Context: an optimization exercise on an open-source flow, tuned for a short achievable clock period and few clock cycles per item. The choices shown serve that exercise and are no tape-out recipe. Where RTL was checked, it was by simulation tests only, not by an equivalence proof against the original. The RTL of runs 2 and 3 was laid out without a check of its function. No activity file was given, so power comes from the tool's default toggle rates.

`flow/design.v`:
```
package ppmfd_pkg;
    localparam int AXIS_CHANNELS = 4;
    localparam int CH_W          = 2;
    localparam int US_W          = 16;
    localparam int AXIS_W        = 8;
    localparam int CFG_IDX_W     = 3;
    localparam int DIV_CNT_W     = $clog2(AXIS_W);
    typedef logic [US_W-1:0]      t_us;
    typedef logic [AXIS_W-1:0]    t_axis;
    typedef logic [CFG_IDX_W-1:0] t_cfg_idx;
    typedef logic [CH_W-1:0]      t_ch;
    localparam t_cfg_idx CFG_CALIBRATE  = t_cfg_idx'(0);
    localparam t_cfg_idx CFG_BUTTON_THR = t_cfg_idx'(1);
    localparam t_cfg_idx CFG_SYNC_MIN   = t_cfg_idx'(2);
    localparam t_cfg_idx CFG_SYNC_MAX   = t_cfg_idx'(3);
    localparam t_cfg_idx CFG_CAL_STEP   = t_cfg_idx'(4);
    localparam t_cfg_idx CFG_JITTER     = t_cfg_idx'(5);
    localparam logic RST_CALIBRATE  = 1'b1;
    localparam t_us  RST_BUTTON_THR = t_us'(1500);
    localparam t_us  RST_SYNC_MIN   = t_us'(5000);
    localparam t_us  RST_SYNC_MAX   = t_us'(20000);
    localparam t_us  RST_CAL_STEP   = t_us'(200);
    localparam t_us  RST_JITTER     = t_us'(20);
    localparam t_us  RST_BOUND      = t_us'(1500);
    localparam t_axis AXIS_FULL = t_axis'(255);
endpackage
module ppmfd_add #(
    parameter int W = 16
) (
    input  logic [W-1:0] i_a,
    input  logic [W-1:0] i_b,
    input  logic         i_cin,
    output logic [W-1:0] o_sum,
    output logic         o_cout
);
    localparam int LV = $clog2(W);
    wire [(LV+1)*W-1:0] w_g;
    wire [(LV+1)*W-1:0] w_p;
    wire [W-1:0]        w_x;
    assign w_x        = i_a ^ i_b;
    assign w_p[W-1:0] = w_x;
    assign w_g[W-1:0] = (i_a & i_b) | {{(W-1){1'b0}}, w_x[0] & i_cin};
    genvar l, i;
    generate
        for (l = 0; l < LV; l++) begin : g_lv
            for (i = 0; i < W; i++) begin : g_bit
                if (i >= (1 << l)) begin : g_op
                    assign w_g[(l+1)*W+i] = w_g[l*W+i] | (w_p[l*W+i] & w_g[l*W+i-(1<<l)]);
                    assign w_p[(l+1)*W+i] = w_p[l*W+i] & w_p[l*W+i-(1<<l)];
                end else begin : g_pass
                    assign w_g[(l+1)*W+i] = w_g[l*W+i];
                    assign w_p[(l+1)*W+i] = w_p[l*W+i];
                end
            end
        end
    endgenerate
    if (W > 1) begin : g_wide
        assign o_sum = w_x ^ {w_g[LV*W +: W-1], i_cin};
    end else begin : g_narrow
        assign o_sum = w_x ^ i_cin;
    end
    assign o_cout = w_g[LV*W+W-1];
endmodule
module ppmfd_sub #(
    parameter int W = 16
) (
    input  logic [W-1:0] i_a,
    input  logic [W-1:0] i_b,
    output logic [W-1:0] o_diff,
    output logic         o_lt
);
    logic w_cout;
    ppmfd_add #(.W(W)) u_add (.i_a(i_a), .i_b(~i_b), .i_cin(1'b1), .o_sum(o_diff), .o_cout(w_cout));
    assign o_lt = !w_cout;
endmodule
module ppmfd_sub3 #(
    parameter int W = 18
) (
    input  logic [W-1:0] i_x,
    input  logic [W-1:0] i_y,
    input  logic [W-1:0] i_z,
    output logic [W-1:0] o_diff
);
    logic [W-1:0] w_y, w_z, w_s, w_k;
    logic         w_cout;
    assign w_y = ~i_y;
    assign w_z = ~i_z;
    assign w_s = i_x ^ w_y ^ w_z;
    assign w_k = (i_x & w_y) | (i_x & w_z) | (w_y & w_z);
    ppmfd_add #(.W(W)) u_add (.i_a(w_s), .i_b({w_k[W-2:0], 1'b1}), .i_cin(1'b1),
                              .o_sum(o_diff), .o_cout(w_cout));
endmodule
module ppm_frame_decoder_calibrated #(
    parameter int FRAME_SLOTS = 7
) (
    input  logic         i_clk,
    input  logic         i_rst_n,
    input  logic         i_in_valid,
    output logic         o_in_ready,
    input  ppmfd_pkg::t_us i_in_interval_us,
    output logic         o_out_valid,
    input  logic         i_out_ready,
    output ppmfd_pkg::t_axis o_out_axis_x,
    output ppmfd_pkg::t_axis o_out_axis_y,
    output ppmfd_pkg::t_axis o_out_axis_rx,
    output ppmfd_pkg::t_axis o_out_axis_ry,
    output logic         o_out_button_a,
    output logic         o_out_button_b,
    input  logic         i_cfg_valid,
    output logic         o_cfg_ready,
    input  ppmfd_pkg::t_cfg_idx i_cfg_idx,
    input  ppmfd_pkg::t_us i_cfg_data
);
    localparam int NCH    = ppmfd_pkg::AXIS_CHANNELS;
    localparam int W      = ppmfd_pkg::US_W;
    localparam int AW     = ppmfd_pkg::AXIS_W;
    localparam int SLOT_W = $clog2(FRAME_SLOTS);
    localparam logic [SLOT_W-1:0] LAST_SLOT  = SLOT_W'(FRAME_SLOTS - 1);
    localparam int BTN_A_SLOT = NCH + 1;
    localparam int BTN_B_SLOT = NCH + 2;
    localparam int CH_Y  = 0;
    localparam int CH_RY = 1;
    localparam int CH_RX = 2;
    localparam int CH_X  = 3;
    localparam int FIFO_D  = 3;
    localparam int FIFO_AW = 2;
    localparam int RES_W   = 4 * AW + 2;
    localparam int OWED_OPEN = FIFO_D - 1;
    localparam int OWED_W    = 3;
    localparam int DIV_STEPS = AW / 2;
    localparam int TW        = W + 4;
    logic                 r_rst;
    logic                 r_iv;
    ppmfd_pkg::t_us       r_iv_data;
    logic                 r_cv;
    ppmfd_pkg::t_cfg_idx  r_cv_idx;
    ppmfd_pkg::t_us       r_cv_data;
    logic                 r_ready;
    always_ff @(posedge i_clk) begin
        r_rst     <= !i_rst_n;
        r_iv      <= i_in_valid && r_ready && i_rst_n;
        r_cv      <= i_cfg_valid && r_ready && i_rst_n;
        r_iv_data <= i_in_interval_us;
        r_cv_idx  <= i_cfg_idx;
        r_cv_data <= i_cfg_data;
    end
    assign o_in_ready  = r_ready;
    assign o_cfg_ready = r_ready;
    logic           r_calibrate;
    ppmfd_pkg::t_us r_button_thr;
    ppmfd_pkg::t_us r_sync_min;
    ppmfd_pkg::t_us r_sync_max;
    ppmfd_pkg::t_us r_cal_step;
    ppmfd_pkg::t_us r_jitter;
    logic [SLOT_W-1:0] r_slot;
    ppmfd_pkg::t_us    r_store [FRAME_SLOTS];
    logic              r_resync;
    ppmfd_pkg::t_us    r_min   [NCH];
    ppmfd_pkg::t_us    r_max   [NCH];
    ppmfd_pkg::t_us    r_prev  [NCH];
    ppmfd_pkg::t_axis  r_axis  [NCH];
    logic [DIV_STEPS+3:0] r_stage;
    ppmfd_pkg::t_us r_p      [NCH];
    logic           r_cal_lo [NCH];
    logic           r_cal_hi [NCH];
    logic           r_j1     [NCH];
    logic           r_btn_a1, r_btn_b1;
    ppmfd_pkg::t_us r_diff [NCH];
    ppmfd_pkg::t_us r_span [NCH];
    logic           r_j    [NCH];
    logic           r_in   [NCH];
    logic           r_full [NCH];
    logic           r_btn_a, r_btn_b;
    ppmfd_pkg::t_us   r_rem [NCH];
    ppmfd_pkg::t_axis r_sh  [NCH];
    logic [OWED_W-1:0]  r_owed;
    logic               r_out_valid;
    logic [RES_W-1:0]   r_out;
    logic [RES_W-1:0]   r_fifo [FIFO_D];
    logic [FIFO_AW-1:0] r_rd, r_wr;
    logic [FIFO_AW:0]   r_cnt;
    logic [SLOT_W-1:0] n_slot;
    logic              w_sync_hit;
    logic              w_close;
    logic              w_drop;
    logic              w_good;
    logic              w_above_min;
    logic              w_below_max;
    logic              w_s0_low;
    ppmfd_pkg::t_us    w_unused0, w_unused1, w_unused2;
    ppmfd_sub #(.W(W)) u_sync_lo (.i_a(r_sync_min), .i_b(r_iv_data), .o_diff(w_unused0), .o_lt(w_above_min));
    ppmfd_sub #(.W(W)) u_sync_hi (.i_a(r_iv_data), .i_b(r_sync_max), .o_diff(w_unused1), .o_lt(w_below_max));
    ppmfd_sub #(.W(W)) u_s0      (.i_a(r_store[0]), .i_b(r_sync_min), .o_diff(w_unused2), .o_lt(w_s0_low));
    always_comb begin
        n_slot     = (r_slot == LAST_SLOT) ? '0 : r_slot + SLOT_W'(1);
        w_sync_hit = r_resync && w_above_min && w_below_max;
        w_close    = r_iv && (n_slot == LAST_SLOT);
        w_drop     = !w_sync_hit && w_s0_low;
        w_good     = w_close && !w_drop;
    end
    logic [NCH-1:0][W+1:0] w_lo_room;
    logic [NCH-1:0][W+1:0] w_hi_room;
    logic [NCH-1:0][W+1:0] w_jit_dn;
    logic [NCH-1:0][W+1:0] w_jit_up;
    logic [NCH-1:0]        w_p_lt_lo;
    logic [NCH-1:0]        w_hi_lt_p;
    logic [NCH-1:0]        w_p_lt_prev;
    logic                  w_thr_lt_a, w_thr_lt_b;
    ppmfd_pkg::t_us        w_unused3, w_unused4;
    logic         w_cal_lo   [NCH];
    logic         w_cal_hi   [NCH];
    logic         w_j        [NCH];
    genvar gc;
    generate
        for (gc = 0; gc < NCH; gc++) begin : g_a1
            ppmfd_sub3 #(.W(W+2)) u_lo_room (.i_x({2'b0, r_min[gc]}), .i_y({2'b0, r_store[gc+1]}),
                                             .i_z({2'b0, r_cal_step}), .o_diff(w_lo_room[gc]));
            ppmfd_sub3 #(.W(W+2)) u_hi_room (.i_x({2'b0, r_store[gc+1]}), .i_y({2'b0, r_max[gc]}),
                                             .i_z({2'b0, r_cal_step}), .o_diff(w_hi_room[gc]));
            ppmfd_sub3 #(.W(W+2)) u_jit_dn  (.i_x({2'b0, r_prev[gc]}), .i_y({2'b0, r_store[gc+1]}),
                                             .i_z({2'b0, r_jitter}), .o_diff(w_jit_dn[gc]));
            ppmfd_sub3 #(.W(W+2)) u_jit_up  (.i_x({2'b0, r_store[gc+1]}), .i_y({2'b0, r_prev[gc]}),
                                             .i_z({2'b0, r_jitter}), .o_diff(w_jit_up[gc]));
            ppmfd_sub #(.W(W)) u_p_lo  (.i_a(r_store[gc+1]), .i_b(r_min[gc]),  .o_diff(), .o_lt(w_p_lt_lo[gc]));
            ppmfd_sub #(.W(W)) u_hi_p  (.i_a(r_max[gc]),     .i_b(r_store[gc+1]), .o_diff(), .o_lt(w_hi_lt_p[gc]));
            ppmfd_sub #(.W(W)) u_p_pv  (.i_a(r_store[gc+1]), .i_b(r_prev[gc]), .o_diff(), .o_lt(w_p_lt_prev[gc]));
        end
    endgenerate
    ppmfd_sub #(.W(W)) u_btn_a (.i_a(r_button_thr), .i_b(r_store[BTN_A_SLOT]), .o_diff(w_unused3), .o_lt(w_thr_lt_a));
    ppmfd_sub #(.W(W)) u_btn_b (.i_a(r_button_thr), .i_b(r_store[BTN_B_SLOT]), .o_diff(w_unused4), .o_lt(w_thr_lt_b));
    always_comb begin
        for (int c = 0; c < NCH; c++) begin
            w_cal_lo[c]  = r_calibrate && w_p_lt_lo[c] && w_lo_room[c][W+1];
            w_cal_hi[c]  = r_calibrate && w_hi_lt_p[c] && w_hi_room[c][W+1];
            w_j[c]       = w_p_lt_prev[c] ? w_jit_dn[c][W+1] : w_jit_up[c][W+1];
        end
    end
    ppmfd_pkg::t_us w_lo_new [NCH];
    ppmfd_pkg::t_us w_hi_new [NCH];
    logic [NCH-1:0][W-1:0] w_a_diff;
    logic [NCH-1:0][W-1:0] w_a_span;
    logic [NCH-1:0]        w_p_lt_lo2;
    logic [NCH-1:0]        w_lo_lt_p2;
    logic [NCH-1:0]        w_p_lt_hi2;
    logic [NCH-1:0]        w_lo_lt_hi2;
    always_comb begin
        for (int c = 0; c < NCH; c++) begin
            w_lo_new[c] = r_cal_lo[c] ? r_p[c] : r_min[c];
            w_hi_new[c] = r_cal_hi[c] ? r_p[c] : r_max[c];
        end
    end
    generate
        for (gc = 0; gc < NCH; gc++) begin : g_a2
            ppmfd_sub #(.W(W)) u_diff  (.i_a(r_p[gc]),       .i_b(w_lo_new[gc]), .o_diff(w_a_diff[gc]), .o_lt(w_p_lt_lo2[gc]));
            ppmfd_sub #(.W(W)) u_span  (.i_a(w_hi_new[gc]),  .i_b(w_lo_new[gc]), .o_diff(w_a_span[gc]), .o_lt());
            ppmfd_sub #(.W(W)) u_lo_p  (.i_a(w_lo_new[gc]),  .i_b(r_p[gc]),      .o_diff(), .o_lt(w_lo_lt_p2[gc]));
            ppmfd_sub #(.W(W)) u_p_hi  (.i_a(r_p[gc]),       .i_b(w_hi_new[gc]), .o_diff(), .o_lt(w_p_lt_hi2[gc]));
            ppmfd_sub #(.W(W)) u_lo_hi (.i_a(w_lo_new[gc]),  .i_b(w_hi_new[gc]), .o_diff(), .o_lt(w_lo_lt_hi2[gc]));
        end
    endgenerate
    logic [NCH-1:0][W-1:0]  w_rem0;
    logic [NCH-1:0][AW-1:0] w_sh0;
    logic [NCH-1:0][TW-1:0] w_t1;
    logic [NCH-1:0][TW-1:0] w_t2;
    logic [NCH-1:0][TW-1:0] w_t3;
    logic [TW-1:0]    w_trial [NCH];
    ppmfd_pkg::t_us   w_rem_next [NCH];
    logic [1:0]       w_digit [NCH];
    generate
        for (gc = 0; gc < NCH; gc++) begin : g_div
            ppmfd_add #(.W(W)) u_rem0 (.i_a(r_diff[gc]), .i_b(~{{AW{1'b0}}, r_diff[gc][W-1:AW]}),
                                       .i_cin(r_diff[gc][AW-1:0] == '0), .o_sum(w_rem0[gc]), .o_cout());
            ppmfd_add #(.W(AW)) u_sh0 (.i_a(~r_diff[gc][AW-1:0]), .i_b('0), .i_cin(1'b1),
                                       .o_sum(w_sh0[gc]), .o_cout());
            ppmfd_sub  #(.W(TW)) u_t1 (.i_a(w_trial[gc]), .i_b({4'b0, r_span[gc]}),
                                       .o_diff(w_t1[gc]), .o_lt());
            ppmfd_sub  #(.W(TW)) u_t2 (.i_a(w_trial[gc]), .i_b({3'b0, r_span[gc], 1'b0}),
                                       .o_diff(w_t2[gc]), .o_lt());
            ppmfd_sub3 #(.W(TW)) u_t3 (.i_x(w_trial[gc]), .i_y({4'b0, r_span[gc]}),
                                       .i_z({3'b0, r_span[gc], 1'b0}), .o_diff(w_t3[gc]));
        end
    endgenerate
    always_comb begin
        for (int c = 0; c < NCH; c++) begin
            w_trial[c] = {2'b0, r_rem[c], r_sh[c][AW-1:AW-2]};
            if (!w_t3[c][TW-1]) begin
                w_digit[c]    = 2'd3;
                w_rem_next[c] = w_t3[c][W-1:0];
            end else if (!w_t2[c][TW-1]) begin
                w_digit[c]    = 2'd2;
                w_rem_next[c] = w_t2[c][W-1:0];
            end else if (!w_t1[c][TW-1]) begin
                w_digit[c]    = 2'd1;
                w_rem_next[c] = w_t1[c][W-1:0];
            end else begin
                w_digit[c]    = 2'd0;
                w_rem_next[c] = w_trial[c][W-1:0];
            end
        end
    end
    logic             w_f_v;
    ppmfd_pkg::t_axis w_axis_new [NCH];
    logic [RES_W-1:0] w_res;
    always_comb begin
        w_f_v = r_stage[DIV_STEPS+3];
        for (int c = 0; c < NCH; c++) begin
            if (r_j[c]) begin
                if (r_in[c])        w_axis_new[c] = r_sh[c];
                else if (r_full[c]) w_axis_new[c] = ppmfd_pkg::AXIS_FULL;
                else                w_axis_new[c] = '0;
            end else begin
                w_axis_new[c] = r_axis[c];
            end
        end
        w_res = {w_axis_new[CH_X], w_axis_new[CH_Y], w_axis_new[CH_RX], w_axis_new[CH_RY],
                 r_btn_a, r_btn_b};
    end
    logic w_take;
    logic w_head_new;
    logic [FIFO_AW-1:0] w_rd_next;
    logic [FIFO_AW-1:0] w_wr_inc;
    logic [FIFO_AW:0]   w_cnt_next;
    logic [OWED_W-1:0]  w_owed_up;
    always_comb begin
        w_take     = r_out_valid && i_out_ready;
        w_rd_next  = !w_take ? r_rd : (r_rd == FIFO_AW'(FIFO_D - 1)) ? '0 : r_rd + FIFO_AW'(1);
        w_wr_inc   = (r_wr == FIFO_AW'(FIFO_D - 1)) ? '0 : r_wr + FIFO_AW'(1);
        w_cnt_next = r_cnt + (FIFO_AW+1)'(w_f_v) - (FIFO_AW+1)'(w_take);
        w_head_new = (r_cnt == '0) || (r_cnt == (FIFO_AW+1)'(1) && w_take);
        w_owed_up  = r_owed + OWED_W'(w_good);
    end
    always_ff @(posedge i_clk) begin
        r_out       <= w_head_new ? w_res : r_fifo[w_rd_next];
        r_out_valid <= i_rst_n && !r_rst && (w_cnt_next != '0);
        if (w_f_v) r_fifo[r_wr] <= w_res;
        if (r_rst) begin
            r_rd    <= '0;
            r_wr    <= '0;
            r_cnt   <= '0;
            r_owed  <= '0;
            r_ready <= 1'b1;
        end else begin
            r_rd    <= w_rd_next;
            if (w_f_v) r_wr <= w_wr_inc;
            r_cnt   <= w_cnt_next;
            r_owed  <= w_owed_up - OWED_W'(w_take);
            r_ready <= (w_owed_up <= OWED_W'(OWED_OPEN));
        end
    end
    always_ff @(posedge i_clk) begin
        if (r_rst) begin
            r_calibrate  <= ppmfd_pkg::RST_CALIBRATE;
            r_button_thr <= ppmfd_pkg::RST_BUTTON_THR;
            r_sync_min   <= ppmfd_pkg::RST_SYNC_MIN;
            r_sync_max   <= ppmfd_pkg::RST_SYNC_MAX;
            r_cal_step   <= ppmfd_pkg::RST_CAL_STEP;
            r_jitter     <= ppmfd_pkg::RST_JITTER;
            r_slot       <= '0;
            r_resync     <= 1'b0;
            r_stage      <= '0;
            for (int k = 0; k < FRAME_SLOTS; k++) begin
                r_store[k] <= '0;
            end
            for (int k = 0; k < NCH; k++) begin
                r_min[k]  <= ppmfd_pkg::RST_BOUND;
                r_max[k]  <= ppmfd_pkg::RST_BOUND;
                r_prev[k] <= '0;
                r_axis[k] <= '0;
            end
        end else begin
            if (r_cv) begin
                case (r_cv_idx)
                    ppmfd_pkg::CFG_CALIBRATE:  r_calibrate  <= r_cv_data[0];
                    ppmfd_pkg::CFG_BUTTON_THR: r_button_thr <= r_cv_data;
                    ppmfd_pkg::CFG_SYNC_MIN:   r_sync_min   <= r_cv_data;
                    ppmfd_pkg::CFG_SYNC_MAX:   r_sync_max   <= r_cv_data;
                    ppmfd_pkg::CFG_CAL_STEP:   r_cal_step   <= r_cv_data;
                    ppmfd_pkg::CFG_JITTER:     r_jitter     <= r_cv_data;
                    default: ;
                endcase
            end
            if (r_iv) begin
                r_store[n_slot] <= r_iv_data;
                if (w_sync_hit) begin
                    r_store[0] <= r_iv_data;
                    r_slot     <= '0;
                    r_resync   <= 1'b0;
                end else begin
                    r_slot <= n_slot;
                end
                if (w_close && w_drop) begin
                    r_resync <= 1'b1;
                end
            end
            r_stage <= {r_stage[DIV_STEPS+2:0], w_good};
            if (r_stage[0]) begin
                for (int c = 0; c < NCH; c++) begin
                    r_prev[c] <= r_store[c + 1];
                end
            end
            if (r_stage[1]) begin
                for (int c = 0; c < NCH; c++) begin
                    r_min[c] <= w_lo_new[c];
                    r_max[c] <= w_hi_new[c];
                end
            end
            if (w_f_v) begin
                for (int c = 0; c < NCH; c++) begin
                    r_axis[c] <= w_axis_new[c];
                end
            end
        end
    end
    always_ff @(posedge i_clk) begin
        if (r_stage[0]) begin
            for (int c = 0; c < NCH; c++) begin
                r_p[c]      <= r_store[c + 1];
                r_cal_lo[c] <= w_cal_lo[c];
                r_cal_hi[c] <= w_cal_hi[c];
                r_j1[c]     <= w_j[c];
            end
            r_btn_a1 <= !w_thr_lt_a;
            r_btn_b1 <= !w_thr_lt_b;
        end
        if (r_stage[1]) begin
            for (int c = 0; c < NCH; c++) begin
                r_diff[c] <= w_a_diff[c];
                r_span[c] <= w_a_span[c];
                r_j[c]    <= r_j1[c];
                r_in[c]   <= w_lo_lt_p2[c] && w_p_lt_hi2[c];
                r_full[c] <= w_lo_lt_hi2[c] && !w_p_lt_hi2[c];
            end
            r_btn_a <= r_btn_a1;
            r_btn_b <= r_btn_b1;
        end
        for (int c = 0; c < NCH; c++) begin
            if (r_stage[2]) begin
                r_rem[c] <= w_rem0[c];
                r_sh[c]  <= w_sh0[c];
            end else begin
                r_rem[c] <= w_rem_next[c];
                r_sh[c]  <= {r_sh[c][AW-3:0], w_digit[c]};
            end
        end
    end
    assign o_out_valid = r_out_valid;
    assign {o_out_axis_x, o_out_axis_y, o_out_axis_rx, o_out_axis_ry,
            o_out_button_a, o_out_button_b} = r_out;
endmodule
```
`flow/flow/run.sh`:
```
#!/bin/bash
MARGIN=${MARGIN:-7}
sed -E "s/SETUP_SLACK_MARGIN=[^ ]+/SETUP_SLACK_MARGIN=${MARGIN}/" standard.sh > standard_margin.sh
bash standard_margin.sh > standard.log 2>&1
status=$?
tail -5 standard.log
exit $status
```
`flow/standard.sh`:
```
#!/bin/bash
# synth_recipe.tcl (not shown) runs the flow's synth.tcl, then flattens the netlist and writes it again
# the make line also repeats each setting of config.mk as NAME=value (left out here)
make -C /OpenROAD-flow-scripts/flow DESIGN_CONFIG=/design/flow/config.mk WORK_HOME=/design/flow/orfs CLKGATE_MAP_FILE= SYNTH_SCRIPT=/design/flow/synth_recipe.tcl "${@:-finish}"
```
`flow/config.mk`:
```
export PLATFORM = sky130hd
export DESIGN_NAME = ppm_frame_decoder_calibrated
export DESIGN_NICKNAME = ppm_frame_decoder_calibrated
export VERILOG_FILES = /design/flow/design.v
export SDC_FILE = /design/flow/constraint.sdc
export NUM_CORES = 4
export LEC_CHECK = 0
export CAP_MARGIN = 20
export CORE_MARGIN = 2
export CORE_UTILIZATION = 40
export PLACE_DENSITY = 0.6
export SETUP_SLACK_MARGIN = 5
export SLEW_MARGIN = 20
```
`flow/constraint.sdc`:
```
create_clock -name core_clock -period 10.0 [get_ports {i_clk}]
set_input_delay 2.0000 -clock core_clock [delete_from_list [all_inputs] [get_ports {i_clk}]]
set_output_delay 2.0000 -clock core_clock [all_outputs]
set_load 0.01 [all_outputs]
```
==> reports/metrics.json, run 1 <==
{
  "run_status": {"value": "timing/DRC/antenna clean"},
  "finalMaxSlewViolations": {"value": 0},
  "startpoint_type": {"value": "flip-flop"},
  "clockPowerShare": {"value": 25.1, "unit": "%"},
  "insertedDiodeCount": {"value": 0},
  "arithmetic_cell_share_of_the_synthesized_area_counting_full_adders_half_adders_and_majority_gates": {"value": 28.07, "unit": "%"},
  "syn-mean-instance-area": {"value": 9.505, "unit": "µm²"},
  "global_route.overflow_total": {"value": 0},
  "power.leakage": {"value": 0.03747, "unit": "µW"},
  "routed_wire_length_per_instance": {"value": 19.90, "unit": "µm"},
  "worst-endpoint-arrival": {"value": 1.33, "unit": "ns"},
  "synth_nets": {"value": 9109},
  "detailed_place_hpwl": {"value": 150100, "unit": "µm"},
  "initial_antenna_violation_count": {"value": 1},
  "cts_made_buffers": {"value": 109},
  "vias_after_detailed_routing": {"value": 57930},
  "clock_tree.htree_level_count": {"value": 3},
  "drt_pre_antenna_iters": {"value": 6},
  "maxSlewHeadroom": {"value": 23.25, "unit": "%"},
  "post_synth_mux_area_share": {"value": 3.833, "unit": "%"},
  "timing.critical_path.max_delay_family": {"value": "flip-flops"},
  "area.growth.synth_to_final": {"value": 23.79, "unit": "%"},
  "maxCapViolCount": {"value": 0},
  "period_minus_slack": {"value": 3.331, "unit": "ns"},
  "postSynth.asyncResetShare": {"value": 0, "unit": "%"},
  "synth_top_flop_cell": {"value": "sky130_fd_sc_hd__dfxtp_1"},
  "post-route-drc-count": {"value": 0},
  "achievable-frequency": {"value": 0.3002, "unit": "GHz"},
  "finClkSkew": {"value": 0.03447, "unit": "ns"},
  "cts.reportedPaths.clkPinSlew": {"value": 0.06, "unit": "ns"},
  "drtAntennaViolNets": {"value": 0},
  "worst_skew_pair_later_pin_latency": {"value": 0.78, "unit": "ns"},
  "initial_core_util": {"value": 40.21, "unit": "%"},
  "finalPower": {"value": 17210, "unit": "µW"},
  "yosysUniqueCellTypes": {"value": 89},
  "power-per-cell-area": {"value": 191.5, "unit": "nW/µm²"},
  "grt_pass1_vias": {"value": 57590},
  "final_nets": {"value": 9658},
  "largest_net_degree_at_the_start_of_global_routing": {"value": 188},
  "ctsHoldBuffers": {"value": 0},
  "timing.final.hold_violations": {"value": 0},
  "worst-path-buf-inv": {"value": 1},
  "yosys_warnings": {"value": 49},
  "die_x": {"value": 430.1, "unit": "µm"},
  "tritoncts_num_sinks": {"value": 931},
  "seq_total_area_yosys": {"value": 31.65, "unit": "%"},
  "worstPathCellList": {"value": "buf_6"},
  "critical_path.endpoint_type": {"value": "output pin"},
  "number_of_standard_cells_after_synthesis": {"value": 7639},
  "gpl.final_weighted_congestion": {"value": 0.8775},
  "yosys-top-cells-area": {"value": "sky130_fd_sc_hd__ha_1 (19%), sky130_fd_sc_hd__edfxtp_1 (18%), sky130_fd_sc_hd__dfxtp_1 (14%)"},
  "pwr-share-comb": {"value": 47.7, "unit": "%"},
  "swShare": {"value": 36.96, "unit": "%"},
  "tritoncts": {"value": "yes"},
  "synth-simple-area-share": {"value": 12.02, "unit": "%"},
  "min_period_over_period": {"value": 33.31, "unit": "%"},
  "wire_length_of_the_first_global_routing_pass": {"value": 327200, "unit": "µm"},
  "synth.top_cell.area_share": {"value": 19.11, "unit": "%"},
  "clock_tree.root_cell": {"value": "sky130_fd_sc_hd__clkbuf_16"},
  "post_detailed_route_via_to_cell_ratio": {"value": 5.437},
  "placement_rows": {"value": 156},
  "p_int": {"value": 10850, "unit": "µW"},
  "hold_path.class": {"value": "flip-flop to flip-flop"},
  "multiInputGateArea": {"value": 50350, "unit": "µm²"},
  "post_route_cells_drive_above_1_share": {"value": 19.57, "unit": "%"},
  "critPathKind": {"value": "flip-flop to output pin"},
  "die_area": {"value": 184900, "unit": "µm²"},
  "timing.setup.tns": {"value": 0, "unit": "ns"},
  "critical_path.max_stage_delay": {"value": 0.44, "unit": "ns"},
  "timing.critical_path.fanout_max": {"value": 4},
  "timing_worst_slew_pin_value": {"value": 1.151, "unit": "ns"},
  "synth_top_cell_by_area": {"value": "sky130_fd_sc_hd__ha_1"},
  "seq_pwr_share": {"value": 27.2, "unit": "%"},
  "synth-edff-count": {"value": 434},
  "reg2reg_setup_slack": {"value": 6.71, "unit": "ns"},
  "clockBufferDepth": {"value": 3},
  "psw": {"value": 6362, "unit": "µW"},
  "design.core.area": {"value": 180500, "unit": "µm²"},
  "crit_path_top_delay_cell": {"value": "sky130_fd_sc_hd__dfxtp_4"},
  "synth_compound_area_share": {"value": 15.62, "unit": "%"},
  "rsz0062_at_grt": {"value": "true"},
  "synthXorXnorAreaFrac": {"value": 3.438, "unit": "%"},
  "number_of_storage_elements_in_the_synthesis_netlist": {"value": 931},
  "vert_die_dim": {"value": 430.1, "unit": "µm"},
  "synth.cell_area": {"value": 72610, "unit": "µm²"},
  "power.ir.vdd_worst": {"value": 145.8, "unit": "µV"},
  "num_io_pins": {"value": 77},
  "drt_iter0_drc": {"value": 3777},
  "timing.critical_path.required": {"value": 8.00, "unit": "ns"},
  "final-setup-viol-count": {"value": 0},
  "synth_top_family_by_area": {"value": "adder cells"},
  "route.final.wire_length": {"value": 212000, "unit": "µm"},
  "globalRouteTotalUtil": {"value": 22.16, "unit": "%"},
  "seqCellArea": {"value": 23070, "unit": "µm²"},
  "port_buffers": {"value": 76},
  "nFillCells": {"value": 15950}
}
[sequential cells by signal, summed over array words and instances (netlist names), 64 cells and up]
signal,count
r_min,64
r_diff,64
r_fifo,102
r_rem,64
r_max,64
r_p,64
r_span,64
r_store,112
r_prev,64
[layer usage]
metal	part of all wire (%)	routed length, µm	GRT usage, %
met3	4.4	9377	2.425
met4	3.1	6559	7.129
met2	47	100500	37.11
met5	0	0	0
met1	45	95590	29.85
[synth_stat cells (22+ instances only)]
library cell and instances:
sky130_fd_sc_hd__ha_1 1109, sky130_fd_sc_hd__inv_1 811, sky130_fd_sc_hd__nand2_1 586, sky130_fd_sc_hd__nor2_1 571
sky130_fd_sc_hd__a21oi_1 508, sky130_fd_sc_hd__dfxtp_1 497, sky130_fd_sc_hd__o21ai_0 463, sky130_fd_sc_hd__edfxtp_1 434
sky130_fd_sc_hd__fa_1 321, sky130_fd_sc_hd__mux2i_1 233, sky130_fd_sc_hd__xnor2_1 219, sky130_fd_sc_hd__clkbuf_1 169
sky130_fd_sc_hd__nor3_1 158, sky130_fd_sc_hd__a21o_1 143, sky130_fd_sc_hd__o21a_1 140, sky130_fd_sc_hd__a211oi_1 123
sky130_fd_sc_hd__o211ai_1 116, sky130_fd_sc_hd__nor2b_1 115, sky130_fd_sc_hd__nand3_1 85, sky130_fd_sc_hd__nand2b_1 83
sky130_fd_sc_hd__xor2_1 66, sky130_fd_sc_hd__nand4_1 57, sky130_fd_sc_hd__and2_1 51, sky130_fd_sc_hd__or3_1 45
sky130_fd_sc_hd__mux2_2 40, sky130_fd_sc_hd__and3_1 39, sky130_fd_sc_hd__buf_1 31, sky130_fd_sc_hd__nor4_1 30
sky130_fd_sc_hd__a21boi_0 25, sky130_fd_sc_hd__a31oi_1 24, sky130_fd_sc_hd__o2111ai_1 22
[layout make-up]
type	instances	share of cell area [%]
multi-input combinational	5684	56.01
clock inverter	59	0.8283
inverter	813	3.501
clock buffer	149	3.548
sequential	931	25.66
tap	2370	3.299
timing repair buffer	649	7.147
[cell usage in the layout (no fill, tap or decap), types with 57 or more instances in the layout]
master                      count
sky130_fd_sc_hd__nor2b_1      100
sky130_fd_sc_hd__mux2i_1      206
sky130_fd_sc_hd__a21oi_2       66
sky130_fd_sc_hd__ha_1        1008
sky130_fd_sc_hd__buf_6        174
sky130_fd_sc_hd__a21oi_1      435
sky130_fd_sc_hd__o21ai_0      316
sky130_fd_sc_hd__edfxtp_1     434
sky130_fd_sc_hd__xor2_1        59
sky130_fd_sc_hd__ha_4          87
sky130_fd_sc_hd__clkbuf_16    122
sky130_fd_sc_hd__o21a_1       140
sky130_fd_sc_hd__o21ai_1       70
sky130_fd_sc_hd__inv_2         78
sky130_fd_sc_hd__nand4_1       57
sky130_fd_sc_hd__dfxtp_1      446
sky130_fd_sc_hd__nor3_1       104
sky130_fd_sc_hd__buf_4        373
sky130_fd_sc_hd__a211oi_1      99
sky130_fd_sc_hd__nand2b_1      82
sky130_fd_sc_hd__a21o_1       141
sky130_fd_sc_hd__inv_1        706
sky130_fd_sc_hd__fa_1         303
sky130_fd_sc_hd__nand2_1      571
sky130_fd_sc_hd__o211ai_1     116
sky130_fd_sc_hd__xnor2_1      207
sky130_fd_sc_hd__nand3_1       79
sky130_fd_sc_hd__nor2_1       553
[final timing paths]
check / from / to / cells after the start
setup / recovery: r_ready$_SDFF_PP1_ / o_in_ready / 1
hold / removal: r_stage[3]$_SDFF_PP0_ / r_stage[4]$_SDFF_PP0_ / 1
setup reg to reg: r_cal_lo[3]$_DFFE_PP_ / r_span[3][14]$_DFFE_PP_ / 15
hold reg to reg: r_stage[3]$_SDFF_PP0_ / r_stage[4]$_SDFF_PP0_ / 1
[cells by family (layout without fill, tap and decap cells)]
group,after synthesis,count (layout)
AOI/OAI and AO/OA,1798,1800
xor gates and xnor gates,285,285
adders and majority gates,1438,1438
buffers and inverters,1027,1670
DFF,931,931
muxes,273,273
and+or+nand+nor,1887,1888
[through the flow]
stage / worst slack, ns / area (µm²) / hold WS, ns / cells / utilization (%)
after floorplan: 6.594 / 73160 / 0.4003 / 7639 / -
after global placement: 5.803 / 76350 / 0.4224 / 9925 / 42.29
after detailed placement: 5.730 / 76350 / 0.4278 / 9925 / 42.29
after CTS: 6.609 / 86470 / 0.4417 / 10490 / 47.89
after global routing: 6.568 / 89880 / 0.4583 / 10660 / 49.78
final: 6.669 / 89880 / 0.4393 / 10660 / 49.78
[repair_timing]
item	CTS	global route
endpoints found under the setup margin	301	212
gates resized for setup	925	459
cloned	16	5
pin swaps	241	288
buffers inserted	345	156
[power groups by stage]
stage	clock [µW]	sequential (µW)	combinational [µW]
CTS	4390	4680	7260
finish	4320	4690	8210
global route	4540	4720	8920
floorplan	0	4630	4420
global placement	0	4740	5660
detailed placement	0	4740	5750
Testbench counts, summed over its fixed seeds: cycles 11,280, frames 1,590.
==> run 2, diff against run 1 <==
--- a/flow/design.v
+++ b/flow/design.v
@@ -122,10 +122,10 @@
     localparam int CH_RY = 1;
     localparam int CH_RX = 2;
     localparam int CH_X  = 3;
-    localparam int FIFO_D  = 3;
-    localparam int FIFO_AW = 2;
+    localparam int FIFO_D  = 2;
+    localparam int FIFO_AW = 1;
     localparam int RES_W   = 4 * AW + 2;
-    localparam int OWED_OPEN = FIFO_D - 1;
+    localparam int OWED_OPEN = FIFO_D;
     localparam int OWED_W    = 3;
     localparam int DIV_STEPS = AW / 2;
     localparam int TW        = W + 4;
@@ -316,23 +316,25 @@
                  r_btn_a, r_btn_b};
     end
     logic w_take;
-    logic w_head_new;
-    logic [FIFO_AW-1:0] w_rd_next;
-    logic [FIFO_AW-1:0] w_wr_inc;
-    logic [FIFO_AW:0]   w_cnt_next;
-    logic [OWED_W-1:0]  w_owed_up;
-    always_comb begin
-        w_take     = r_out_valid && i_out_ready;
-        w_rd_next  = !w_take ? r_rd : (r_rd == FIFO_AW'(FIFO_D - 1)) ? '0 : r_rd + FIFO_AW'(1);
-        w_wr_inc   = (r_wr == FIFO_AW'(FIFO_D - 1)) ? '0 : r_wr + FIFO_AW'(1);
-        w_cnt_next = r_cnt + (FIFO_AW+1)'(w_f_v) - (FIFO_AW+1)'(w_take);
-        w_head_new = (r_cnt == '0) || (r_cnt == (FIFO_AW+1)'(1) && w_take);
-        w_owed_up  = r_owed + OWED_W'(w_good);
+    logic w_free;
+    logic w_push_fifo;
+    logic w_pop_fifo;
+    logic [OWED_W-1:0] w_owed_up;
+    always_comb begin
+        w_take      = r_out_valid && i_out_ready;
+        w_free      = !r_out_valid || i_out_ready;
+        w_pop_fifo  = w_free && (r_cnt != '0);
+        w_push_fifo = w_f_v && !(w_free && (r_cnt == '0));
+        w_owed_up   = r_owed + OWED_W'(w_good);
     end
     always_ff @(posedge i_clk) begin
-        r_out       <= w_head_new ? w_res : r_fifo[w_rd_next];
-        r_out_valid <= i_rst_n && !r_rst && (w_cnt_next != '0);
-        if (w_f_v) r_fifo[r_wr] <= w_res;
+        if (w_free) begin
+            if (r_cnt != '0) r_out <= r_fifo[r_rd];
+            else             r_out <= w_res;
+        end
+        r_out_valid <= i_rst_n && !r_rst && (r_out_valid && !i_out_ready
+                                              || r_cnt != '0 || w_f_v);
+        if (w_push_fifo) r_fifo[r_wr] <= w_res;
         if (r_rst) begin
             r_rd    <= '0;
             r_wr    <= '0;
@@ -340,9 +342,9 @@
             r_owed  <= '0;
             r_ready <= 1'b1;
         end else begin
-            r_rd    <= w_rd_next;
-            if (w_f_v) r_wr <= w_wr_inc;
-            r_cnt   <= w_cnt_next;
+            if (w_pop_fifo)  r_rd <= r_rd + FIFO_AW'(1);
+            if (w_push_fifo) r_wr <= r_wr + FIFO_AW'(1);
+            r_cnt   <= r_cnt + (FIFO_AW+1)'(w_push_fifo) - (FIFO_AW+1)'(w_pop_fifo);
             r_owed  <= w_owed_up - OWED_W'(w_take);
             r_ready <= (w_owed_up <= OWED_W'(OWED_OPEN));
         end
==> reports/metrics.json, run 2 <==
{
  "arithmetic_cell_share_of_the_synthesized_area_counting_full_adders_half_adders_and_majority_gates": {"value": 28.46, "unit": "%", "change": "+0.39 points"},
  "max_flop_register": {"value": "r_store"},
  "synth.cell_area": {"value": 71540, "unit": "µm²", "change": "-1.5%"},
  "timing.critical_path.required": {"value": 10.47, "unit": "ns", "change": "+2.47 ns"},
  "routed_wire_length_per_instance": {"value": 19.86, "unit": "µm", "change": "-0.19%"},
  "cts.reportedPaths.clkPinSlew": {"value": 0.06, "unit": "ns", "change": "about the same"},
  "layout_commonest_cell": {"value": "sky130_fd_sc_hd__ha_1"},
  "post-synth-top-count-cell": {"value": "sky130_fd_sc_hd__ha_1"},
  "yosys_warnings": {"value": 49, "change": "unchanged"},
  "power-per-cell-area": {"value": 185.7, "unit": "nW/µm²", "change": "-3.0%"},
  "num_io_pins": {"value": 77, "change": "unchanged"},
  "synth_top_family_by_area": {"value": "adder cells"},
  "achievable-frequency": {"value": 0.2926, "unit": "GHz", "change": "-2.5%"},
  "synth_top_flop_cell": {"value": "sky130_fd_sc_hd__dfxtp_1"},
  "nFillCells": {"value": 16200, "change": "+1.6%"},
  "timing.setup.tns": {"value": 0, "unit": "ns", "change": "unchanged"},
  "design_area": {"value": 86630, "unit": "µm²", "change": "-3.6%"},
  "number_of_storage_elements_in_the_synthesis_netlist": {"value": 895, "change": "-3.9%"},
  "run_status": {"value": "timing/DRC/antenna clean"},
  "insertedDiodeCount": {"value": 0, "change": "unchanged"},
  "r2r_cells": {"value": 14, "change": "-1"},
  "postSynth.asyncResetShare": {"value": 0, "unit": "%", "change": "unchanged"},
  "ctsHoldBuffers": {"value": 0, "change": "unchanged"},
  "post_synth_mux_area_share": {"value": 3.529, "unit": "%", "change": "-0.30 points"},
  "power.leakage": {"value": 0.03632, "unit": "µW", "change": "-3.1%"},
  "largest_register_ff_count": {"value": 112, "change": "unchanged"},
  "timing.final.hold_violations": {"value": 0, "change": "unchanged"},
  "gpl.final_weighted_congestion": {"value": 0.8932, "change": "+1.8%"},
  "wire_length_of_the_first_global_routing_pass": {"value": 316800, "unit": "µm", "change": "-3.2%"},
  "grt_pass1_vias": {"value": 55940, "change": "-2.9%"},
  "tritoncts_num_sinks": {"value": 895, "change": "-3.9%"},
  "mostFrequentLayoutCells": {"value": "sky130_fd_sc_hd__ha_1 (1021), sky130_fd_sc_hd__inv_1 (728), sky130_fd_sc_hd__nand2_1 (552)"},
  "min_period_over_period": {"value": 34.18, "unit": "%", "change": "+0.87 points"},
  "synth-simple-area-share": {"value": 11.69, "unit": "%", "change": "-0.34 points"},
  "synth.top_cell.area_share": {"value": 19.40, "unit": "%", "change": "+0.28 points"},
  "critical_path.max_stage_delay": {"value": 0.48, "unit": "ns", "change": "+0.04 ns"},
  "largest_net_degree_at_the_start_of_global_routing": {"value": 163, "change": "-13%"},
  "worst_skew_pair_later_pin_latency": {"value": 0.74, "unit": "ns", "change": "-0.04 ns"},
  "startpoint_type": {"value": "flip-flop"},
  "vert_die_dim": {"value": 426.9, "unit": "µm", "change": "-0.73%"},
  "placement_rows": {"value": 155, "change": "-0.64%"},
  "hold_path.class": {"value": "flip-flop to flip-flop"},
  "yosys-top-cells-area": {"value": "sky130_fd_sc_hd__ha_1 (19%), sky130_fd_sc_hd__edfxtp_1 (18%), sky130_fd_sc_hd__dfxtp_1 (13%)"},
  "crit_path_top_delay_cell": {"value": "sky130_fd_sc_hd__edfxtp_1"},
  "rsz0062_at_grt": {"value": "true"},
  "critical_path.endpoint_type": {"value": "flip-flop"},
  "final-setup-viol-count": {"value": 0, "change": "unchanged"},
  "clock_tree.root_cell": {"value": "sky130_fd_sc_hd__clkbuf_16"},
  "drtAntennaViolNets": {"value": 0, "change": "unchanged"},
  "path_common_cell": {"value": "sky130_fd_sc_hd__o21ai_2"},
  "syn-mean-instance-area": {"value": 9.539, "unit": "µm²", "change": "+0.36%"},
  "post-route-drc-count": {"value": 0, "change": "unchanged"},
  "tritoncts": {"value": "yes"},
  "cts_made_buffers": {"value": 102, "change": "-6.4%"},
  "clock_tree.htree_level_count": {"value": 3, "change": "unchanged"},
  "seq_total_area_yosys": {"value": 31.12, "unit": "%", "change": "-0.54 points"},
  "finalMaxSlewViolations": {"value": 0, "change": "unchanged"},
  "finalPower": {"value": 16090, "unit": "µW", "change": "-6.6%"},
  "port_buffers": {"value": 76, "change": "unchanged"},
  "detailed_place_hpwl": {"value": 147700, "unit": "µm", "change": "-1.6%"},
  "clockBufferDepth": {"value": 3, "change": "unchanged"},
  "maxSlewHeadroom": {"value": 34.14, "unit": "%", "change": "+11 points"},
  "die_area": {"value": 182300, "unit": "µm²", "change": "-1.5%"},
  "initial_antenna_violation_count": {"value": 4, "change": "+3"},
  "timing_worst_slew_pin_value": {"value": 0.9868, "unit": "ns", "change": "-0.1644 ns"},
  "route.final.wire_length": {"value": 206100, "unit": "µm", "change": "-2.8%"},
  "drt_iter0_drc": {"value": 3495, "change": "-7.5%"},
  "initial_core_util": {"value": 40.18, "unit": "%", "change": "about the same"},
  "post_detailed_route_via_to_cell_ratio": {"value": 5.401, "change": "-0.67%"},
  "worstPathCellList": {"value": "buf_12, mux2i_4, inv_2, ha_4, fa_2, nor2b_2, o21ai_2, a21boi_2, o21ai_2, a211oi_2, nor3_2, o41ai_2, a21oi_2, xnor2_2"},
  "synth-edff-count": {"value": 434, "change": "unchanged"},
  "area.growth.synth_to_final": {"value": 21.09, "unit": "%"},
  "timing.hold.worst_path_depth": {"value": 1, "change": "unchanged"},
  "final_nets": {"value": 9407, "change": "-2.6%"},
  "global_route.overflow_total": {"value": 0, "change": "unchanged"},
  "globalRouteTotalUtil": {"value": 21.94, "unit": "%", "change": "-0.22 points"},
  "synth_top_cell_by_area": {"value": "sky130_fd_sc_hd__ha_1"},
  "worst-endpoint-arrival": {"value": 3.89, "unit": "ns", "change": "+2.56 ns"},
  "registers_with_the_most_flip_flops": {"value": "r_store x112, r_fifo x68"},
  "synth.top_cells.by_count": {"value": "sky130_fd_sc_hd__ha_1 (1109), sky130_fd_sc_hd__inv_1 (821), sky130_fd_sc_hd__nor2_1 (576)"},
  "maxCapViolCount": {"value": 0, "change": "unchanged"},
  "number_of_standard_cells_after_synthesis": {"value": 7500, "change": "-1.8%"},
  "synth_nets": {"value": 8969, "change": "-1.5%"},
  "synth_compound_area_share": {"value": 16.17, "unit": "%", "change": "+0.55 points"},
  "design.core.area": {"value": 178000, "unit": "µm²", "change": "-1.4%"},
  "period_minus_slack": {"value": 3.418, "unit": "ns", "change": "+0.08688 ns"},
  "timing.critical_path.fanout_max": {"value": 4, "change": "unchanged"},
  "post_dp_cell_area": {"value": 75340, "unit": "µm²", "change": "-1.3%"},
  "drt_pre_antenna_iters": {"value": 6, "change": "unchanged"},
  "vias_after_detailed_routing": {"value": 56070, "change": "-3.2%"},
  "finClkSkew": {"value": 0.04652, "unit": "ns", "change": "+0.01205 ns"},
  "yosysUniqueCellTypes": {"value": 99, "change": "+11%"},
  "critPathKind": {"value": "flip-flop to flip-flop"},
  "place_worst_setup_slack": {"value": 5.486, "unit": "ns", "change": "-0.2441 ns"},
  "power.ir.vdd_worst": {"value": 139.6, "unit": "µV", "change": "-4.3%"},
  "synthXorXnorAreaFrac": {"value": 3.624, "unit": "%", "change": "+0.19 points"},
  "die_x": {"value": 426.9, "unit": "µm", "change": "-0.73%"},
  "post-route-worst-setup-slack": {"value": 6.582, "unit": "ns", "change": "-0.08688 ns"},
  "post_route_cells_drive_above_1_share": {"value": 17.99, "unit": "%", "change": "-1.6 points"}
}
[run 2: changes by cell type after synthesis, moves of 33 or more]
cell                      change
sky130_fd_sc_hd__a21o_1      +42
sky130_fd_sc_hd__a21oi_1     -33
sky130_fd_sc_hd__dfxtp_1     -36
sky130_fd_sc_hd__o21ai_0     -92
[run 2: final timing paths]
check,startpoint,end,slack [ns]
max,r_cal_lo[1]$_DFFE_PP_,r_span[1][14]$_DFFE_PP_,6.58
min,r_stage[4]$_SDFF_PP0_,r_stage[5]$_SDFF_PP0_,0.44
max reg2reg,r_cal_lo[1]$_DFFE_PP_,r_span[1][14]$_DFFE_PP_,6.58
min reg2reg,r_stage[4]$_SDFF_PP0_,r_stage[5]$_SDFF_PP0_,0.44
[run 2: cell type report]
cell class | instances | area [µm²] | area share [%]
timing repair buffer | 527 | 5045 | 5.823
sequential | 895 | 22330 | 25.78
tap | 2355 | 2947 | 3.401
inverter | 823 | 3183 | 3.674
clock inverter | 55 | 651.9 | 0.7525
multi-input combinational | 5589 | 49560 | 57.21
clock buffer | 137 | 2914 | 3.364
[run 2: stage by stage]
step,hold slack [ns],std cells,util [%]
global placement,0.4166,9772,42.31
finish,0.4397,10380,48.66
floorplan,0.4003,7500,-
global route,0.4554,10380,48.66
detailed placement,0.4239,9772,42.32
CTS,0.4381,10230,46.86
[run 2: kinds of logic after synthesis]
| family | after synthesis |
|---|---|
| buf+inv | 1023 |
| simple gates | 1822 |
| compound gates | 1779 |
| fa+ha+maj | 1437 |
| mux | 248 |
| flops | 895 |
| xor+xnor | 296 |
[run 2: power breakdown]
group | switching, µW | internal, µW | total [µW]
sequential | 407 | 4200 | 4610
combinational | 3930 | 3560 | 7490
clock | 1690 | 2300 | 3990
total | 6020 | 10100 | 16100
[run 2: per-layer routing]
layer	vias up	part of all wire [%]	GRT usage [%]
met1	27370	45	29.50
li1	27250	-	-
met3	257	4.6	2.370
met2	1186	48	37.42
met5	-	0.0063	0
met4	2	2.5	5.734
[run 2: timing repair]
item | 4_1_cts | 5_1_grt
resized for setup | 711 | 451
pin swaps | 225 | 310
buffers inserted | 255 | 145
setup endpoints to repair | 367 | 262
cloned | 14 | 3
[run 2: worst max-delay path: cells and delay by family (launching register included)]
kind                     cells  cell delay [ns]
AO/OA/AOI/OAI                6             1.24
adder cells (fa/ha/maj)      2             0.51
flip-flops                   1             0.48
multiplexers                 1             0.26
buffers and inverters        2             0.25
AND/OR/NAND/NOR              2             0.23
XOR/XNOR                     1             0.18
==> run 3, diff against run 2 <==
--- a/flow/design.v
+++ b/flow/design.v
@@ -159,12 +159,7 @@
     ppmfd_pkg::t_us    r_max   [NCH];
     ppmfd_pkg::t_us    r_prev  [NCH];
     ppmfd_pkg::t_axis  r_axis  [NCH];
-    logic [DIV_STEPS+3:0] r_stage;
-    ppmfd_pkg::t_us r_p      [NCH];
-    logic           r_cal_lo [NCH];
-    logic           r_cal_hi [NCH];
-    logic           r_j1     [NCH];
-    logic           r_btn_a1, r_btn_b1;
+    logic [DIV_STEPS+2:0] r_stage;
     ppmfd_pkg::t_us r_diff [NCH];
     ppmfd_pkg::t_us r_span [NCH];
     logic           r_j    [NCH];
@@ -202,17 +197,29 @@
     logic [NCH-1:0][W+1:0] w_hi_room;
     logic [NCH-1:0][W+1:0] w_jit_dn;
     logic [NCH-1:0][W+1:0] w_jit_up;
+    logic [NCH-1:0][W-1:0] w_p_lo;
+    logic [NCH-1:0][W-1:0] w_hi_p;
+    logic [NCH-1:0][W-1:0] w_hi_lo;
+    logic [NCH-1:0][W-1:0] w_lo_p;
+    logic [NCH-1:0][W-1:0] w_p_prev;
     logic [NCH-1:0]        w_p_lt_lo;
+    logic [NCH-1:0]        w_lo_lt_p;
     logic [NCH-1:0]        w_hi_lt_p;
+    logic [NCH-1:0]        w_p_lt_hi;
+    logic [NCH-1:0]        w_lo_lt_hi;
     logic [NCH-1:0]        w_p_lt_prev;
     logic                  w_thr_lt_a, w_thr_lt_b;
     ppmfd_pkg::t_us        w_unused3, w_unused4;
     logic         w_cal_lo   [NCH];
     logic         w_cal_hi   [NCH];
     logic         w_j        [NCH];
+    ppmfd_pkg::t_us w_a_diff [NCH];
+    ppmfd_pkg::t_us w_a_span [NCH];
+    logic         w_a_in     [NCH];
+    logic         w_a_full   [NCH];
     genvar gc;
     generate
-        for (gc = 0; gc < NCH; gc++) begin : g_a1
+        for (gc = 0; gc < NCH; gc++) begin : g_a
             ppmfd_sub3 #(.W(W+2)) u_lo_room (.i_x({2'b0, r_min[gc]}), .i_y({2'b0, r_store[gc+1]}),
                                              .i_z({2'b0, r_cal_step}), .o_diff(w_lo_room[gc]));
             ppmfd_sub3 #(.W(W+2)) u_hi_room (.i_x({2'b0, r_store[gc+1]}), .i_y({2'b0, r_max[gc]}),
@@ -221,9 +228,13 @@
                                              .i_z({2'b0, r_jitter}), .o_diff(w_jit_dn[gc]));
             ppmfd_sub3 #(.W(W+2)) u_jit_up  (.i_x({2'b0, r_store[gc+1]}), .i_y({2'b0, r_prev[gc]}),
                                              .i_z({2'b0, r_jitter}), .o_diff(w_jit_up[gc]));
-            ppmfd_sub #(.W(W)) u_p_lo  (.i_a(r_store[gc+1]), .i_b(r_min[gc]),  .o_diff(), .o_lt(w_p_lt_lo[gc]));
-            ppmfd_sub #(.W(W)) u_hi_p  (.i_a(r_max[gc]),     .i_b(r_store[gc+1]), .o_diff(), .o_lt(w_hi_lt_p[gc]));
-            ppmfd_sub #(.W(W)) u_p_pv  (.i_a(r_store[gc+1]), .i_b(r_prev[gc]), .o_diff(), .o_lt(w_p_lt_prev[gc]));
+            ppmfd_sub #(.W(W)) u_p_lo  (.i_a(r_store[gc+1]), .i_b(r_min[gc]),     .o_diff(w_p_lo[gc]),   .o_lt(w_p_lt_lo[gc]));
+            ppmfd_sub #(.W(W)) u_lo_p  (.i_a(r_min[gc]),     .i_b(r_store[gc+1]), .o_diff(w_lo_p[gc]),   .o_lt(w_lo_lt_p[gc]));
+            ppmfd_sub #(.W(W)) u_hi_p  (.i_a(r_max[gc]),     .i_b(r_store[gc+1]), .o_diff(w_hi_p[gc]),   .o_lt(w_hi_lt_p[gc]));
+            ppmfd_sub #(.W(W)) u_p_hi  (.i_a(r_store[gc+1]), .i_b(r_max[gc]),     .o_diff(),             .o_lt(w_p_lt_hi[gc]));
+            ppmfd_sub #(.W(W)) u_lo_hi (.i_a(r_min[gc]),     .i_b(r_max[gc]),     .o_diff(),             .o_lt(w_lo_lt_hi[gc]));
+            ppmfd_sub #(.W(W)) u_hi_lo (.i_a(r_max[gc]),     .i_b(r_min[gc]),     .o_diff(w_hi_lo[gc]),  .o_lt());
+            ppmfd_sub #(.W(W)) u_p_pv  (.i_a(r_store[gc+1]), .i_b(r_prev[gc]),    .o_diff(w_p_prev[gc]), .o_lt(w_p_lt_prev[gc]));
         end
     endgenerate
     ppmfd_sub #(.W(W)) u_btn_a (.i_a(r_button_thr), .i_b(r_store[BTN_A_SLOT]), .o_diff(w_unused3), .o_lt(w_thr_lt_a));
@@ -233,31 +244,17 @@
             w_cal_lo[c]  = r_calibrate && w_p_lt_lo[c] && w_lo_room[c][W+1];
             w_cal_hi[c]  = r_calibrate && w_hi_lt_p[c] && w_hi_room[c][W+1];
             w_j[c]       = w_p_lt_prev[c] ? w_jit_dn[c][W+1] : w_jit_up[c][W+1];
+            w_a_diff[c]  = w_cal_lo[c] ? '0 : w_p_lo[c];
+            if (w_cal_lo[c])      w_a_span[c] = w_cal_hi[c] ? '0 : w_hi_p[c];
+            else if (w_cal_hi[c]) w_a_span[c] = w_p_lo[c];
+            else                  w_a_span[c] = w_hi_lo[c];
+            w_a_in[c]    = !w_cal_lo[c] && !w_cal_hi[c] && w_lo_lt_hi[c]
+                           && w_lo_lt_p[c] && w_p_lt_hi[c];
+            if (w_cal_lo[c])      w_a_full[c] = 1'b0;
+            else if (w_cal_hi[c]) w_a_full[c] = w_lo_lt_p[c];
+            else                  w_a_full[c] = w_lo_lt_hi[c] && !w_p_lt_hi[c];
         end
     end
-    ppmfd_pkg::t_us w_lo_new [NCH];
-    ppmfd_pkg::t_us w_hi_new [NCH];
-    logic [NCH-1:0][W-1:0] w_a_diff;
-    logic [NCH-1:0][W-1:0] w_a_span;
-    logic [NCH-1:0]        w_p_lt_lo2;
-    logic [NCH-1:0]        w_lo_lt_p2;
-    logic [NCH-1:0]        w_p_lt_hi2;
-    logic [NCH-1:0]        w_lo_lt_hi2;
-    always_comb begin
-        for (int c = 0; c < NCH; c++) begin
-            w_lo_new[c] = r_cal_lo[c] ? r_p[c] : r_min[c];
-            w_hi_new[c] = r_cal_hi[c] ? r_p[c] : r_max[c];
-        end
-    end
-    generate
-        for (gc = 0; gc < NCH; gc++) begin : g_a2
-            ppmfd_sub #(.W(W)) u_diff  (.i_a(r_p[gc]),       .i_b(w_lo_new[gc]), .o_diff(w_a_diff[gc]), .o_lt(w_p_lt_lo2[gc]));
-            ppmfd_sub #(.W(W)) u_span  (.i_a(w_hi_new[gc]),  .i_b(w_lo_new[gc]), .o_diff(w_a_span[gc]), .o_lt());
-            ppmfd_sub #(.W(W)) u_lo_p  (.i_a(w_lo_new[gc]),  .i_b(r_p[gc]),      .o_diff(), .o_lt(w_lo_lt_p2[gc]));
-            ppmfd_sub #(.W(W)) u_p_hi  (.i_a(r_p[gc]),       .i_b(w_hi_new[gc]), .o_diff(), .o_lt(w_p_lt_hi2[gc]));
-            ppmfd_sub #(.W(W)) u_lo_hi (.i_a(w_lo_new[gc]),  .i_b(w_hi_new[gc]), .o_diff(), .o_lt(w_lo_lt_hi2[gc]));
-        end
-    endgenerate
     logic [NCH-1:0][W-1:0]  w_rem0;
     logic [NCH-1:0][AW-1:0] w_sh0;
     logic [NCH-1:0][TW-1:0] w_t1;
@@ -302,7 +299,7 @@
     ppmfd_pkg::t_axis w_axis_new [NCH];
     logic [RES_W-1:0] w_res;
     always_comb begin
-        w_f_v = r_stage[DIV_STEPS+3];
+        w_f_v = r_stage[DIV_STEPS+2];
         for (int c = 0; c < NCH; c++) begin
             if (r_j[c]) begin
                 if (r_in[c])        w_axis_new[c] = r_sh[c];
@@ -394,18 +391,14 @@
                     r_resync <= 1'b1;
                 end
             end
-            r_stage <= {r_stage[DIV_STEPS+2:0], w_good};
+            r_stage <= {r_stage[DIV_STEPS+1:0], w_good};
             if (r_stage[0]) begin
                 for (int c = 0; c < NCH; c++) begin
+                    if (w_cal_lo[c]) r_min[c] <= r_store[c + 1];
+                    if (w_cal_hi[c]) r_max[c] <= r_store[c + 1];
                     r_prev[c] <= r_store[c + 1];
                 end
             end
-            if (r_stage[1]) begin
-                for (int c = 0; c < NCH; c++) begin
-                    r_min[c] <= w_lo_new[c];
-                    r_max[c] <= w_hi_new[c];
-                end
-            end
             if (w_f_v) begin
                 for (int c = 0; c < NCH; c++) begin
                     r_axis[c] <= w_axis_new[c];
@@ -416,27 +409,17 @@
     always_ff @(posedge i_clk) begin
         if (r_stage[0]) begin
             for (int c = 0; c < NCH; c++) begin
-                r_p[c]      <= r_store[c + 1];
-                r_cal_lo[c] <= w_cal_lo[c];
-                r_cal_hi[c] <= w_cal_hi[c];
-                r_j1[c]     <= w_j[c];
-            end
-            r_btn_a1 <= !w_thr_lt_a;
-            r_btn_b1 <= !w_thr_lt_b;
-        end
-        if (r_stage[1]) begin
-            for (int c = 0; c < NCH; c++) begin
                 r_diff[c] <= w_a_diff[c];
                 r_span[c] <= w_a_span[c];
-                r_j[c]    <= r_j1[c];
-                r_in[c]   <= w_lo_lt_p2[c] && w_p_lt_hi2[c];
-                r_full[c] <= w_lo_lt_hi2[c] && !w_p_lt_hi2[c];
+                r_j[c]    <= w_j[c];
+                r_in[c]   <= w_a_in[c];
+                r_full[c] <= w_a_full[c];
             end
-            r_btn_a <= r_btn_a1;
-            r_btn_b <= r_btn_b1;
+            r_btn_a <= !w_thr_lt_a;
+            r_btn_b <= !w_thr_lt_b;
         end
         for (int c = 0; c < NCH; c++) begin
-            if (r_stage[2]) begin
+            if (r_stage[1]) begin
                 r_rem[c] <= w_rem0[c];
                 r_sh[c]  <= w_sh0[c];
             end else begin
==> flow/run.sh (new file) <==
#!/bin/bash
# synth_recipe.tcl (not shown) runs the flow's synth.tcl, then flattens the netlist and writes it again
# the make line also repeats each setting of config.mk as NAME=value (left out here)
make -C /OpenROAD-flow-scripts/flow DESIGN_CONFIG=/design/flow/config.mk WORK_HOME=/design/flow/orfs CLKGATE_MAP_FILE= SYNTH_SCRIPT=/design/flow/synth_recipe.tcl finish
removed: flow/flow/run.sh
removed: flow/standard.sh
==> reports/metrics.json, run 3 <==
{
  "run_status": {"value": "timing/DRC/antenna clean"},
  "design.core.area": {"value": 171400, "unit": "µm²", "change": "-3.8%"},
  "min_to": {"value": "r_stage[6]$_SDFF_PP0_"},
  "cts_made_buffers": {"value": 98, "change": "-3.9%"},
  "startpoint_type": {"value": "flip-flop"},
  "swShare": {"value": 37.72, "unit": "%", "change": "+0.30 points"},
  "period_minus_slack": {"value": 4.598, "unit": "ns", "change": "+1.180 ns"},
  "grt_most_used_layer": {"value": "met2"},
  "area.growth.synth_to_final": {"value": 9.680, "unit": "%"},
  "placement_rows": {"value": 152, "change": "-1.9%"},
  "num_io_pins": {"value": 77, "change": "unchanged"},
  "drtAntennaViolNets": {"value": 0, "change": "unchanged"},
  "registers_with_the_most_flip_flops": {"value": "r_store x112, r_fifo x68"},
  "tritoncts": {"value": "yes"},
  "final_nets": {"value": 8792, "change": "-6.5%"},
  "synth_compound_area_share": {"value": 17.72, "unit": "%", "change": "+1.5 points"},
  "clock_tree.root_cell": {"value": "sky130_fd_sc_hd__clkbuf_16"},
  "tritoncts_num_sinks": {"value": 816, "change": "-8.8%"},
  "min_period_over_period": {"value": 45.98, "unit": "%", "change": "+12 points"},
  "post-route-drc-count": {"value": 0, "change": "unchanged"},
  "finClkSkew": {"value": 0.03885, "unit": "ns", "change": "-0.007668 ns"},
  "power.ir.vdd_worst": {"value": 122.0, "unit": "µV", "change": "-13%"},
  "met2_usage": {"value": 35.53, "unit": "%", "change": "-1.9 points"},
  "synth.top_cell.area_share": {"value": 18.32, "unit": "%", "change": "-1.1 points"},
  "synth.top_cells.by_count": {"value": "sky130_fd_sc_hd__ha_1 (1009), sky130_fd_sc_hd__inv_1 (702), sky130_fd_sc_hd__nand2_1 (599)"},
  "critical_path.max_stage_delay": {"value": 1.01, "unit": "ns", "change": "+0.53 ns"},
  "wire_length_of_the_first_global_routing_pass": {"value": 305800, "unit": "µm", "change": "-3.5%"},
  "critical_path.endpoint_type": {"value": "flip-flop"},
  "die_x": {"value": 419.1, "unit": "µm", "change": "-1.8%"},
  "global_route.overflow_total": {"value": 0, "change": "unchanged"},
  "p_int": {"value": 8747, "unit": "µW", "change": "-13%"},
  "number_of_standard_cells_after_synthesis": {"value": 7393, "change": "-1.4%"},
  "arithmetic_cell_share_of_the_synthesized_area_counting_full_adders_half_adders_and_majority_gates": {"value": 27.76, "unit": "%", "change": "-0.70 points"},
  "postSynth.asyncResetShare": {"value": 0, "unit": "%", "change": "unchanged"},
  "die_area": {"value": 175600, "unit": "µm²", "change": "-3.6%"},
  "worstPathCellList": {"value": "inv_1, fa_1, ha_1, and3_1, o2111ai_1, a21oi_1, a2111oi_1, o31ai_1, a21oi_4, and2_1, buf_4, mux2i_1, nor2_1"},
  "timing.critical_path.max_delay_family": {"value": "compound AO/OA/AOI/OAI gates"},
  "maxSlewHeadroom": {"value": 17.76, "unit": "%", "change": "-16 points"},
  "worst-path-buf-inv": {"value": 2, "change": "unchanged"},
  "timing.critical_path.required": {"value": 10.56, "unit": "ns", "change": "+0.09 ns"},
  "r2r_start": {"value": "r_cal_step[10]$_SDFFE_PP0P_"},
  "groute.layer.met3.usage": {"value": 2.591, "unit": "%", "change": "+0.22 points"},
  "worst_skew_pair_later_pin_latency": {"value": 0.73, "unit": "ns", "change": "about the same"},
  "largest_net_degree_at_the_start_of_global_routing": {"value": 135, "change": "-17%"},
  "multiInputGateArea": {"value": 45530, "unit": "µm²", "change": "-8.1%"},
  "critPathKind": {"value": "flip-flop to flip-flop"},
  "rsz0062_at_grt": {"value": "false"},
  "synth_nets": {"value": 8766, "change": "-2.3%"},
  "syn-mean-instance-area": {"value": 9.322, "unit": "µm²", "change": "-2.3%"}
}
## run 3: cell types whose count changed in the layout (fill, tap and decap cells not counted), moves of 50 or more
cell / change
sky130_fd_sc_hd__inv_2: -63
sky130_fd_sc_hd__edfxtp_1: -78
sky130_fd_sc_hd__a21oi_2: -57
sky130_fd_sc_hd__o21ai_2: -71
sky130_fd_sc_hd__buf_6: -79
sky130_fd_sc_hd__nor2b_1: +58
sky130_fd_sc_hd__o21ai_0: +131
sky130_fd_sc_hd__a21oi_1: +174
sky130_fd_sc_hd__buf_4: -269
sky130_fd_sc_hd__ha_4: -74
sky130_fd_sc_hd__xor2_1: +50
## run 3: cells by family after synthesis
| kind of cell | Yosys count |
|---|---|
| compound gates | 1900 |
| xor+xnor | 340 |
| fa+ha+maj | 1335 |
| buf+inv | 920 |
| flops | 816 |
| mux | 247 |
| simple gates | 1835 |
## run 3: worst max-delay path by stage
stage	start	end	slack (ns)	cells past startpoint
floorplan	i_out_ready	r_fifo[0][0]$_DFFE_PP_	5.55	4
global placement	r_cal_step[8]$_SDFFE_PP0P_	r_min[0][9]$_SDFFE_PP0P_	4.97	14
detailed placement	r_cal_step[8]$_SDFFE_PP0P_	r_min[0][11]$_SDFFE_PP0P_	4.98	14
CTS	r_cal_step[8]$_SDFFE_PP0P_	r_min[0][0]$_SDFFE_PP0P_	5.09	14
global route	r_cal_step[3]$_SDFFE_PP1P_	r_max[1][5]$_SDFFE_PP0P_	5.01	14
finish	r_cal_step[10]$_SDFFE_PP0P_	r_min[0][0]$_SDFFE_PP0P_	5.40	13
## run 3: worst reg2reg max path: cells and delay by family (launching register included)
| family | cells | cell delay [ns] |
|---|---|---|
| compound gates | 5 | 1.58 |
| fa+ha+maj | 2 | 0.86 |
| buf+inv | 2 | 1.00 |
| flops | 1 | 0.31 |
| mux | 1 | 0.19 |
| simple gates | 3 | 0.48 |
## run 3: stage by stage
step,hold slack (ns),worst slack [ns],area (µm²),total power (µW),cells
after floorplan,0.4138,5.553,68920,8827,7393
after global placement,0.4237,4.968,72190,10220,9622
after detailed placement,0.4258,4.983,72210,10300,9623
after CTS,0.4519,5.088,75530,14110,9805
after global routing,0.4585,5.005,75590,15010,9810
final,0.4495,5.402,75590,14050,9811
## run 3: per-layer routing
layer  wire length, µm  share of wire (%)  vias up
met1             92620                 47    25690
li1                  -                  -    26050
met5                 0                  0        -
met3              9080                4.6      285
met2             88510                 45     1235
met4              6868                3.5        0
## run 3: layout make-up
type                    instances  share of cell area [%]
well taps                    2310                   3.824
inverters                     705                   3.508
flip-flops and latches        816                   26.35
clock buffers                 130                   3.635
multi-input cells            5659                   60.24
diodes                          1                0.003311
repair buffers                139                   1.702
clock inverters                51                  0.7432
## run 3: repair_timing
item	4_1_cts	5_1_grt
hold endpoints to repair	0	0
pin swaps	0	0
gates resized for setup	0	4
setup endpoints to repair	8	21
buffers inserted	0	3
cloned	1	1
## run 3: power groups by stage
stage                     clock network, µW  logic, µW  registers (µW)
after CTS                              3810       6070            4230
after floorplan                           0       4640            4190
after detailed placement                  0       6010            4300
final                                  3720       6090            4230
after global placement                    0       5920            4300
after global routing                   3920       6830            4260

-- port drivers added, routing unchanged --
In the flow no input, the clock included, has a driving cell. The finished layouts below were timed again as built, in two steps. Step 1 (the two cells are an assumption about what drives the block):
set clk [get_ports {i_clk}]
set_driving_cell -lib_cell sky130_fd_sc_hd__clkbuf_16 $clk
set_driving_cell -lib_cell sky130_fd_sc_hd__buf_2 [delete_from_list [all_inputs] $clk]
Step 2 also shifts input and output timing later by t, the mid clock arrival at the registers, as if the neighbouring blocks saw the same clock. a / b / c = no drivers / after step 1 / after step 2; a / b = the first two.
run | shift t [ns] | setup slack, ns | clock arrival spread, ns | worst register clock-pin slew, ns | worst slew at a driven data input, ns
run 1 | 0.845 | 6.669 / 6.584 / 6.278 | 0.038 / 0.038 | 0.07 / 0.07 | 0.06
run 2 | 0.805 | 6.582 / 6.520 / 6.351 | 0.053 / 0.053 | 0.07 / 0.07 | 0.04
run 3 | 0.794 | 5.402 / 5.402 / 5.402 | 0.039 / 0.040 | 0.07 / 0.07 | 0.07
After both steps setup and hold are still met in every run listed. For run 1, which loses most, drivers alone change the setup slack by -0.085 ns; drivers and shift together by -0.391 ns.
